From an optimization exercise on the open Yosys and OpenROAD flow, aimed at small area, a short achievable clock period and few clock cycles; shortcuts taken in it are not production practice.
In this exercise RTL edits were held to simulation tests only and were not proved equivalent to the original.

Design priority_power_sequencer, start of the top module:
module priority_power_sequencer (
  input  logic                  clk,
  input  logic                  rst_n,
  input  logic                  in_valid,
  output logic                  in_stall,
  input  pps_pkg::in_t          in_data,
  output logic                  out_valid,
  input  logic                  out_stall,
  output pps_pkg::out_t         out_data,
  input  logic                  psel,
  input  logic                  penable,
  input  logic                  pwrite,
  input  logic [pps_pkg::PADDR_W-1:0] paddr,
  input  logic [31:0]           pwdata,
  output logic [31:0]           prdata,
  output logic                  pready
);
Size: ~5400 cells after synthesis, about 720 flip-flops, about 0.049 mm^2 of cells after synthesis.
Settings: LEC_CHECK=0, CAP_MARGIN=20, CORE_MARGIN=2, CORE_UTILIZATION=50, SETUP_SLACK_MARGIN=2.5, SLEW_MARGIN=20; clock period 8.0 ns.
run.sh (not shown) runs the stock make flow with config.mk's settings and CLKGATE_MAP_FILE= SYNTH_SCRIPT=/design/flow/synth_recipe.tcl, a recipe that flattens the netlist after the stock synthesis.
Testbench counts at the start, summed over its fixed seeds: cycles 16,209.
Edit:
--- a/flow/design.v
+++ b/flow/design.v
@@ -160,13 +160,12 @@
   logic        ov_r;
   logic [3:0]  oev_r;
   logic [15:0] oid_r;
   logic        ovld_r, ocln_r, ofrc_r, olast_r, oshut_r;
   logic [31:0] now_r;
   logic [15:0] pend_r;         
-  logic        pnz_r;          
   logic [15:0] nsel_r;         
   logic [15:0] fail_r;
   logic [1:0]  ekind_r;
   logic        half_r;         
   logic        cclean_r;
   logic [1:0]  etrl_r;
@@ -259,13 +258,13 @@
     pc_sel    = 5'($countones(pm_sel));
   end
   logic        em_idle, out_free, node_ok;
   logic [15:0] pend_nx, pick_nx, id_sel;
   logic [3:0]  ev_node;
   always_comb begin
-    node_ok  = pnz_r && !pown_r;
+    node_ok  = pend_r != 16'd0 && !pown_r;
     em_idle  = !half_r && etrl_r == TR_NONE && !node_ok;
     out_free = !ov_r || !out_stall;
     pend_nx  = pend_r & ~nsel_r;
     id_sel   = '0;
     for (int i = 0; i < MAX_NODES; i++) id_sel = id_sel | (ids_r[i] & {16{nsel_r[i]}});
   end
@@ -332,13 +331,12 @@
         end
       end
     end
     if (pl_r == PL_PLAN && !pzero_r && !node_ok) pl_r <= PL_LOAD;
     if (pl_r != PL_LOAD && !node_ok && in_valid && op_walk) begin
       pend_r  <= pm_sel;
-      pnz_r   <= pm_sel != 16'd0;
       pcnt_r  <= pc_sel;
       nsel_r  <= pick_pl;
       ekind_r <= (pl_r == PL_PLAN) ? pkind_r : (desc_pl ? WK_UP : WK_DOWN);
       pown_r  <= 1'b1;
     end
     if (accept) begin
@@ -399,21 +397,19 @@
         end
         OP_BOOT: begin
           if (mode_r == MODE_OFF) oev_r <= EV_BOOT;
         end
         OP_CUT, OP_TICK: begin
           if (op_walk) begin
-            if (pnz_r) begin
+            if (pend_r != 16'd0) begin
               oid_r    <= id_sel;
               ovld_r   <= 1'b1;
               oev_r    <= ev_node;
               half_r   <= ekind_r != WK_CUT;
               cclean_r <= !(|(in_data.fail_mask & nsel_r));
               pend_r   <= pend_nx;
-        pnz_r    <= pend_nx != 16'd0;
-              pnz_r    <= pend_nx != 16'd0;
               nsel_r   <= pick_nx;
               etrl_r   <= ptrl_r;
               olast_r  <= 1'b0;
             end else begin
               oev_r    <= (ptrl_r == TR_ON) ? EV_ON : EV_OFF;
               ofrc_r   <= ptrl_r == TR_OFFF;
@@ -434,13 +430,12 @@
         ovld_r   <= 1'b1;
         ocln_r   <= 1'b0;
         oev_r    <= ev_node;
         half_r   <= ekind_r != WK_CUT;
         cclean_r <= !(|(fail_r & nsel_r));
         pend_r   <= pend_nx;
-        pnz_r    <= pend_nx != 16'd0;
         nsel_r   <= pick_nx;
         olast_r  <= (ekind_r == WK_CUT) && pend_nx == 16'd0 && etrl_r == TR_NONE;
       end else begin
         oid_r   <= 16'd0;
         ovld_r  <= 1'b0;
         ocln_r  <= 1'b0;
@@ -522,13 +517,12 @@
       dlp_r      <= 1'b0;
       pown_r     <= 1'b0;
       ov_r       <= 1'b0;
       half_r     <= 1'b0;
       etrl_r     <= TR_NONE;
       pend_r     <= 16'd0;
-      pnz_r      <= 1'b0;
       mode_r     <= MODE_ON;
       cnt_r      <= 5'd0;
       present_r  <= 8'd0;
       up_r       <= 16'd0;
       grace_r    <= 16'd0;
       cut_r      <= 16'd0;
After rerunning:
- The changed run finished clean
- first-iteration DRC count went up by 13%
- setup slack hardly moves
- sequential share of layout area went down by 0.22 points
- cell count hardly moves
- cell area went up by 0.58%
- core utilization went up by 0.52 points
- synthesized cell count went down by 1.6%
- clock-buffer cell count went down by 4
- hold slack is about the same
Testbench counts after the change, summed over its fixed seeds: cycles 16,209.

==> re-timing with driven ports <==
In the flow no input, the clock included, has a driving cell. The finished layouts below were timed again as built, in two steps. Step 1 (the two cells are an assumption about what drives the block):
set clk [get_ports {clk}]
set_driving_cell -lib_cell sky130_fd_sc_hd__clkbuf_16 $clk
set_driving_cell -lib_cell sky130_fd_sc_hd__buf_2 [delete_from_list [all_inputs] $clk]
Step 2 times the ports against the registers' clock, not the clock port: input delays grow and output delays shrink by t, the midpoint of the rising clock arrivals with the driver on. Three values: ideal ports, drivers, drivers and shift; two values: the first two.
| run | t (ns) | setup slack, ns | worst slew at a driven data input, ns |
|---|---|---|---|
| the first run | 0.746 | 2.490 / 2.490 / 1.832 | 0.14 |
| the second run | 0.750 | 2.488 / 2.488 / 1.883 | 0.12 |
After both steps setup and hold are still met in every run listed. The setup slack of the first run, which loses most, moves by 0.000 ns with the drivers and by -0.658 ns with both steps.
